Background: an optimization exercise with open tools, aiming at small area. Do not read the settings as production practice.
In this exercise RTL edits were held to simulation tests only and were not proved equivalent to the original.
Power and IR drop assume default switching activity.

==> 05-04 <==
// mips_writeback_regfile
module mips_writeback_regfile #(
    parameter int PRELOAD_EN = 1,
    parameter int XLEN       = 32
) (
    input  logic            clock,
    input  logic            reset,
    input  logic            in_valid,
    input  logic [4:0]      in_rd,
    input  logic [XLEN-1:0] in_data,
    input  logic [4:0]      rs_addr,
    input  logic [4:0]      rt_addr,
    output logic [XLEN-1:0] rs_data,
    output logic [XLEN-1:0] rt_data,
    output logic            wb_valid,
    output logic [4:0]      wb_rd,
    output logic [XLEN-1:0] wb_data,
    output logic [31:0]     retire_count
);
==> flow/config.mk <==
export PLATFORM = sky130hd
export DESIGN_NAME = mips_writeback_regfile
export DESIGN_NICKNAME = mips_writeback_regfile
export VERILOG_FILES = /design/flow/design.v
export SDC_FILE = /design/flow/constraint.sdc
export NUM_CORES = 4
export LEC_CHECK = 0
export ABC_AREA = 1
export CAP_MARGIN = 20
export CORE_MARGIN = 2
export CORE_UTILIZATION = 40
export SLEW_MARGIN = 20
export SYNTH_HIERARCHICAL = 1
==> flow/constraint.sdc <==
create_clock -name core_clock -period 7.0 [get_ports {clock}]
set_input_delay 1.4000 -clock core_clock [delete_from_list [all_inputs] [get_ports {clock}]]
set_output_delay 1.4000 -clock core_clock [all_outputs]
set_load 0.01 [all_outputs]
standard.sh (not shown) runs the stock make flow with config.mk's settings and CLKGATE_MAP_FILE= SYNTH_SCRIPT=/design/flow/synth_recipe.tcl, a recipe that flattens the netlist after the stock synthesis.
==> flow/flow/run.sh <==
#!/bin/bash
# Own layout flow: the standard synthesis, then a re-map of its combinational
# logic with a stronger ABC script (every register instance is kept as the
# standard synthesis made it), then the standard ORFS layout steps.
set -euo pipefail
W=$(pwd)
F=$W/flow
R=$W/orfs/results/$FLOW_PLATFORM/mips_writeback_regfile/base
PDIR=$FLOW_HOME/platforms/$FLOW_PLATFORM

# 1. standard synthesis
bash standard.sh synth > $W/log_1_synth.log 2>&1

# 2. re-map the combinational logic
cp $R/1_2_yosys.v $W/std_1_2_yosys.v
export LIB=$PDIR/lib/sky130_fd_sc_hd__tt_025C_1v80.lib
export TOP=$FLOW_TOP
export ABC_SCRIPT=$F/remap.abc
export DONT_USE="$(sed -n '/DONT_USE_CELLS +=/,/^$/p' $PDIR/config.mk | grep -o 'sky130_fd_sc_hd__[a-z0-9_]*' | tr '\n' ' ')"
export IN_V=$W/std_1_2_yosys.v
export OUT_V=$W/remap_1_2_yosys.v
YOSYS=$(command -v yosys || echo $FLOW_HOME/../tools/install/yosys/bin/yosys)
$YOSYS -c $F/remap.tcl > $W/log_2_remap.log 2>&1
cp $OUT_V $R/1_2_yosys.v
rm -f $R/1_synth.odb $R/1_synth.sdc

# 3. the standard layout on the re-mapped netlist
# port buffers: the smallest buffer; clock tree: no dummy loads
bash standard.sh finish \
  "BUFFER_PORTS_ARGS=-buffer_cell sky130_fd_sc_hd__buf_1" \
  "CTS_ARGS=-sink_clustering_enable -repair_clock_nets -dont_use_dummy_load -sink_clustering_size 24 -sink_clustering_max_diameter 120 -buf_list {sky130_fd_sc_hd__clkbuf_16}" \
  > $W/log_3_layout.log 2>&1
Other scripts of this flow, unchanged in this note and not shown: flow/flow/remap.abc, flow/flow/remap.tcl
==> inputs of 12-12, as changes to 05-04 <==
--- a/flow/flow/run.sh
+++ b/flow/flow/run.sh
@@ -30,3 +30,3 @@
   "BUFFER_PORTS_ARGS=-buffer_cell sky130_fd_sc_hd__buf_1" \
-  "CTS_ARGS=-sink_clustering_enable -repair_clock_nets -dont_use_dummy_load -sink_clustering_size 24 -sink_clustering_max_diameter 120 -buf_list {sky130_fd_sc_hd__clkbuf_16}" \
+  "CTS_ARGS=-sink_clustering_enable -repair_clock_nets -dont_use_dummy_load -sink_clustering_size 28 -sink_clustering_max_diameter 110 -buf_list {sky130_fd_sc_hd__clkbuf_16}" \
   > $W/log_3_layout.log 2>&1
--- a/flow/config.mk
+++ b/flow/config.mk
@@ -10,3 +10,4 @@
 export CORE_MARGIN = 2
-export CORE_UTILIZATION = 40
+export CORE_UTILIZATION = 55
+export PLACE_DENSITY = 0.7
 export SLEW_MARGIN = 20
==> flow_summary.yaml <==
placement:
  placed_cells: 5680
worst_setup_path:
  slowest_stage: "nor2_4"
  crit_buf_inv: 4
routing:
  met2_length_mm: 66.58
final_layout:
  syn2layout_area_growth_pct: 12.29
  nNetsFinal: 4817
  fillers: 6575
timing:
  relSlewSlack_pct: 14.21
  layout_setup_ws_ps: 668.8
outcome:
  status: "no timing/DRC/antenna violations"
power:
  p_seq_share_pct: 62.2
  swShare_pct: 28.24
# the run above: 12-12

==> flow_summary.yaml <==
timing:
  relSlewSlack_pct: 20.80
  layout_setup_ws_ps: 929.7
power:
  swShare_pct: 28.45
  p_seq_share_pct: 60.6
worst_setup_path:
  slowest_stage: "buf_1"
  cp.depth: 10
  crit_buf_inv: 5
placement:
  placed_cells: 6028
  dp_hpwl_mm: 98.45
outcome:
  status: "no timing/DRC/antenna violations"
routing:
  met2_length_mm: 70.91
  drc: 0
final_layout:
  n_clock_buffer: 50
  syn2layout_area_growth_pct: 13.95
  fillers: 9892
yosys:
  netlist_area_mm2: 0.04019
global_route:
  grt_usage_pct: 31.19
floorplanning:
  floorplan.initialDensity_pct: 40.24
# the run above: 05-04


---

==> exp/nickel: inputs <==
==> flow/design.v <==
`default_nettype none
module mips_writeback_regfile #(
    parameter int PRELOAD_EN = 1,
    parameter int XLEN       = 32
) (
    input  logic            clock,
    input  logic            reset,
    input  logic            in_valid,
    input  logic [4:0]      in_rd,
    input  logic [XLEN-1:0] in_data,
    input  logic [4:0]      rs_addr,
    input  logic [4:0]      rt_addr,
    output logic [XLEN-1:0] rs_data,
    output logic [XLEN-1:0] rt_data,
    output logic            wb_valid,
    output logic [4:0]      wb_rd,
    output logic [XLEN-1:0] wb_data,
    output logic [31:0]     retire_count
);
    localparam logic [XLEN-1:0] C_R17_INIT = XLEN'(20);
    localparam logic [XLEN-1:0] C_R18_INIT = XLEN'(10);
    logic            wb_valid_q;
    logic [4:0]      wb_rd_q;
    logic [XLEN-1:0] wb_data_q;
    logic [31:0]     retire_count_q;
    logic [XLEN-1:0] regs_q [1:31];
    logic [XLEN-1:0] regs_d [1:31];
    logic [XLEN-1:0] wdata;       
    logic [XLEN-1:0] wdata_r17;   
    logic [XLEN-1:0] wdata_r18;   
    assign wdata     = reset ? '0 : in_data;
    assign wdata_r17 = reset ? ((PRELOAD_EN != 0) ? C_R17_INIT : '0) : in_data;
    assign wdata_r18 = reset ? ((PRELOAD_EN != 0) ? C_R18_INIT : '0) : in_data;
    logic [31:1] wen, wen_n;
    always_comb begin
        for (int i = 1; i < 32; i++) begin
            wen[i]   = reset | (in_valid && (in_rd == 5'(i)));
            wen_n[i] = ~wen[i];
        end
    end
    logic wb_en, wb_en_n;
    assign wb_en   = reset | in_valid;
    assign wb_en_n = ~wb_en;
    logic [XLEN-1:0] wb_data_d;
    logic [4:0]      wb_rd_d;
    logic [4:0]      wb_rd_x;
    assign wb_rd_x = reset ? 5'd0 : in_rd;
    for (genvar b = 0; b < XLEN; b++) begin : g_wbd
        rf_hold u_h (.en(wb_en), .en_n(wb_en_n), .x(wdata[b]), .q(wb_data_q[b]), .d(wb_data_d[b]));
    end
    for (genvar b = 0; b < 5; b++) begin : g_wbr
        rf_hold u_h (.en(wb_en), .en_n(wb_en_n), .x(wb_rd_x[b]), .q(wb_rd_q[b]), .d(wb_rd_d[b]));
    end
    always_ff @(posedge clock) begin
        wb_data_q <= wb_data_d;
        wb_rd_q   <= wb_rd_d;
    end
    always_ff @(posedge clock) begin
        if (reset) begin
            wb_valid_q     <= 1'b0;
            retire_count_q <= 32'd0;
        end else begin
            wb_valid_q     <= in_valid;
            retire_count_q <= retire_count_q + {31'd0, wb_valid_q};
        end
    end
    for (genvar i = 1; i < 32; i++) begin : g_row
        for (genvar b = 0; b < XLEN; b++) begin : g_bit
            logic x;
            if (i == 17)      assign x = wdata_r17[b];
            else if (i == 18) assign x = wdata_r18[b];
            else              assign x = wdata[b];
            rf_hold u_h (.en(wen[i]), .en_n(wen_n[i]), .x(x), .q(regs_q[i][b]), .d(regs_d[i][b]));
        end
    end
    always_ff @(posedge clock) begin
        for (int i = 1; i < 32; i++) begin
            regs_q[i] <= regs_d[i];
        end
    end
    logic [31:1] rs_sel, rt_sel;
    always_comb begin
        for (int i = 1; i < 32; i++) begin
            rs_sel[i] = (rs_addr == 5'(i));
            rt_sel[i] = (rt_addr == 5'(i));
        end
    end
    for (genvar b = 0; b < XLEN; b++) begin : g_rd
        logic [31:1] col;
        for (genvar i = 1; i < 32; i++) begin : g_col
            assign col[i] = regs_q[i][b];
        end
        rf_rdmux u_rs (.sel(rs_sel), .d(col), .q(rs_data[b]));
        rf_rdmux u_rt (.sel(rt_sel), .d(col), .q(rt_data[b]));
    end
    assign wb_valid     = wb_valid_q;
    assign wb_rd        = wb_rd_q;
    assign wb_data      = wb_data_q;
    assign retire_count = retire_count_q;
endmodule
module rf_hold (
    input  logic en,
    input  logic en_n,
    input  logic x,
    input  logic q,
    output logic d
);
    assign d = (en & x) | (en_n & q);
endmodule
module rf_aoi222 (
    input  logic [2:0] s,
    input  logic [2:0] d,
    output logic       y_n
);
    assign y_n = ~|(s & d);
endmodule
module rf_rdmux (
    input  logic [31:1] sel,
    input  logic [31:1] d,
    output logic        q
);
    logic [9:0] t_n;
    for (genvar k = 0; k < 10; k++) begin : g_t
        rf_aoi222 u_t (.s(sel[3*k+3:3*k+1]), .d(d[3*k+3:3*k+1]), .y_n(t_n[k]));
    end
    assign q = ~&t_n | (sel[31] & d[31]);
endmodule
`default_nettype wire
==> flow/flow/run.sh <==
#!/bin/bash
# Own layout flow: the standard synthesis, then a re-map of its combinational
# logic with a stronger ABC script (every register instance is kept as the
# standard synthesis made it), then the standard ORFS layout steps.
set -euo pipefail
W=$(pwd)
F=$W/flow
R=$W/orfs/results/$FLOW_PLATFORM/mips_writeback_regfile/base
PDIR=$FLOW_HOME/platforms/$FLOW_PLATFORM

# 1. standard synthesis
bash standard.sh synth > $W/log_1_synth.log 2>&1

# 2. re-map the combinational logic
cp $R/1_2_yosys.v $W/std_1_2_yosys.v
export LIB=$PDIR/lib/sky130_fd_sc_hd__tt_025C_1v80.lib
export TOP=$FLOW_TOP
export ABC_SCRIPT=$F/remap.abc
export DONT_USE="$(sed -n '/DONT_USE_CELLS +=/,/^$/p' $PDIR/config.mk | grep -o 'sky130_fd_sc_hd__[a-z0-9_]*' | tr '\n' ' ')"
export IN_V=$W/std_1_2_yosys.v
export OUT_V=$W/remap_1_2_yosys.v
YOSYS=$(command -v yosys || echo $FLOW_HOME/../tools/install/yosys/bin/yosys)
$YOSYS -c $F/remap.tcl > $W/log_2_remap.log 2>&1
cp $OUT_V $R/1_2_yosys.v
rm -f $R/1_synth.odb $R/1_synth.sdc

# 3. the standard layout on the re-mapped netlist
bash standard.sh finish > $W/log_3_layout.log 2>&1
==> flow/flow/remap.abc <==
strash
&get -n
&nf -R 1000
&put
==> flow/flow/remap.tcl <==
# Re-map the combinational logic of a mapped netlist with another ABC
# script, keeping every sequential cell instance (name, type) untouched.
# env: IN_V OUT_V LIB TOP ABC_SCRIPT DONT_USE
yosys -import
set lib $::env(LIB)
# sequential cells: those with an ff or latch group in the liberty file
set fh [open $lib r]; set txt [read $fh]; close $fh
set mods {sky130_fd_sc_hd__conb_1}
set cur ""
foreach line [split $txt "\n"] {
  if {[regexp {^\s*cell\s*\(\s*"?([A-Za-z0-9_]+)"?\s*\)} $line -> c]} { set cur $c }
  if {$cur ne "" && [regexp {^\s*(ff|latch|statetable)\s*\(} $line]} {
    if {[lsearch -exact $mods $cur] < 0} { lappend mods $cur }
  }
}
read_liberty -ignore_miss_func $lib
foreach m $mods { catch {delete $m} }
read_liberty -lib -nooverwrite $lib
read_verilog -defer $::env(IN_V)
hierarchy -top $::env(TOP)
flatten
opt_clean -purge
tee -o $::env(OUT_V).pre.stat stat -liberty $lib
set dont {}
foreach c $::env(DONT_USE) { lappend dont -dont_use $c }
abc -script $::env(ABC_SCRIPT) -liberty $lib {*}$dont
opt_clean -purge
hilomap -singleton -hicell sky130_fd_sc_hd__conb_1 HI -locell sky130_fd_sc_hd__conb_1 LO
splitnets
opt_clean -purge
tee -o $::env(OUT_V).stat stat -liberty $lib
read_liberty -lib -nooverwrite $lib
check -assert
write_verilog -noattr -nohex -nodec $::env(OUT_V)
==> flow/standard.sh <==
#!/bin/bash
# synth_recipe.tcl (not shown) runs the flow's synth.tcl, then flattens the netlist and writes it again
# the make line also repeats each setting of config.mk as NAME=value (left out here)
make -C /OpenROAD-flow-scripts/flow DESIGN_CONFIG=/design/flow/config.mk WORK_HOME=/design/flow/orfs CLKGATE_MAP_FILE= SYNTH_SCRIPT=/design/flow/synth_recipe.tcl "${@:-finish}"
==> flow/config.mk <==
export PLATFORM = sky130hd
export DESIGN_NAME = mips_writeback_regfile
export DESIGN_NICKNAME = mips_writeback_regfile
export VERILOG_FILES = /design/flow/design.v
export SDC_FILE = /design/flow/constraint.sdc
export NUM_CORES = 4
export LEC_CHECK = 0
export ABC_AREA = 1
export CAP_MARGIN = 20
export CORE_MARGIN = 2
export CORE_UTILIZATION = 40
export SLEW_MARGIN = 20
export SYNTH_HIERARCHICAL = 1
==> flow/constraint.sdc <==
create_clock -name core_clock -period 7.0 [get_ports {clock}]
set_input_delay 1.4000 -clock core_clock [delete_from_list [all_inputs] [get_ports {clock}]]
set_output_delay 1.4000 -clock core_clock [all_outputs]
set_load 0.01 [all_outputs]
==> exp/lagoon: changes against exp/nickel <==
--- a/flow/flow/run.sh
+++ b/flow/flow/run.sh
@@ -25,4 +25,8 @@
 rm -f $R/1_synth.odb $R/1_synth.sdc
 
 # 3. the standard layout on the re-mapped netlist
-bash standard.sh finish > $W/log_3_layout.log 2>&1
+# port buffers: the smallest buffer; clock tree: no dummy loads
+bash standard.sh finish \
+  "BUFFER_PORTS_ARGS=-buffer_cell sky130_fd_sc_hd__buf_1" \
+  "CTS_ARGS=-sink_clustering_enable -repair_clock_nets -dont_use_dummy_load -buf_list {sky130_fd_sc_hd__clkbuf_4 sky130_fd_sc_hd__clkbuf_8}" \
+  > $W/log_3_layout.log 2>&1
==> comparison table <==
Worst reg2reg endpoint: exp/lagoon retire_count_q[24]; exp/nickel retire_count_q[20]
Clk_skew: exp/lagoon 34.5 ps; exp/nickel 5.61 ps
Number of clock buffers inserted by TritonCTS: exp/lagoon 178; exp/nickel 112
Share of total power in sequential cells: exp/lagoon 0.547; exp/nickel 0.477
Run status: exp/lagoon finished clean; exp/nickel finished clean
Clock insertion delay at the later pin of the skew report: exp/lagoon 820 ps; exp/nickel 690 ps
Final weighted congestion in routability-driven placement: exp/lagoon 0.870; exp/nickel 0.871
Wire length on met3: exp/lagoon 20500 µm; exp/nickel 20400 µm
Clock buffer instance count of the final layout: exp/lagoon 178; exp/nickel 159
Part of the power in the clock network: exp/lagoon 0.356; exp/nickel 0.430
Initial antenna violation count: exp/lagoon 9; exp/nickel 8
Sequential share of cell area: exp/lagoon 0.452; exp/nickel 0.427
Global-route track usage on met2: exp/lagoon 0.468; exp/nickel 0.485
Met1 Wirelength: exp/lagoon 69300 µm; exp/nickel 68100 µm
Master of the slowest instance on the critical path: exp/lagoon buf_1; exp/nickel nor2_4
Overall power consumption: exp/lagoon 12.7 mW; exp/nickel 14.5 mW
Via count of the first global-routing pass: exp/lagoon 37275; exp/nickel 37233
Final critical-path required period: exp/lagoon 6180 ps; exp/nickel 6560 ps
Sum of net half-perimeters after detailed placement: exp/lagoon 98500 µm; exp/nickel 101000 µm
Maximum number of pins on one net before global-route repair: exp/lagoon 66; exp/nickel 65
Worst-path maximum fanout: exp/lagoon 15; exp/nickel 32
Setup WS post-layout: exp/lagoon 817 ps; exp/nickel 443 ps
WHS Endpoint: exp/lagoon wb_rd_q[4]; exp/nickel wb_rd_q[0]
Placed inst area: exp/lagoon 44500 µm²; exp/nickel 45900 µm²
Buffering overhead: exp/lagoon 0.0391; exp/nickel 0.0649
Met2 wirelength from detailed routing: exp/lagoon 71600 µm; exp/nickel 73400 µm

==> static timing again, ports no longer ideal <==
How much do the figures lean on ideal ports? The routed layouts below were timed once more, with nothing changed but the port constraints. Step 1, drivers: a clkbuf_16 drives clock and a buf_2 each remaining input, both assumed. Step 2 also shifts input and output timing later by t, the mid clock arrival at the registers, as if the neighbouring blocks saw the same clock. Slacks: ideal / step 1 / step 2; pairs: ideal / step 1.
| run | shift t [ns] | slack for setup (ns) | worst register clock-pin slew, ns | cell pins on the clock port's net |
|---|---|---|---|---|
| 05-04 | 0.710 | 0.930 / 0.854 / 0.854 | 0.10 / 0.10 | 1 |
| 12-12 | 0.698 | 0.669 / 0.614 / 0.614 | 0.12 / 0.12 | 1 |
| exp/nickel | 0.776 | 0.443 / 0.371 / 0.371 | 0.07 / 0.07 | 1 |
| exp/lagoon | 0.897 | 0.817 / 0.743 / 0.743 | 0.07 / 0.07 | 1 |
After both steps every run listed still meets setup and hold. The setup slack of 05-04, which loses most, moves by -0.076 ns with the drivers and by -0.076 ns with both steps.
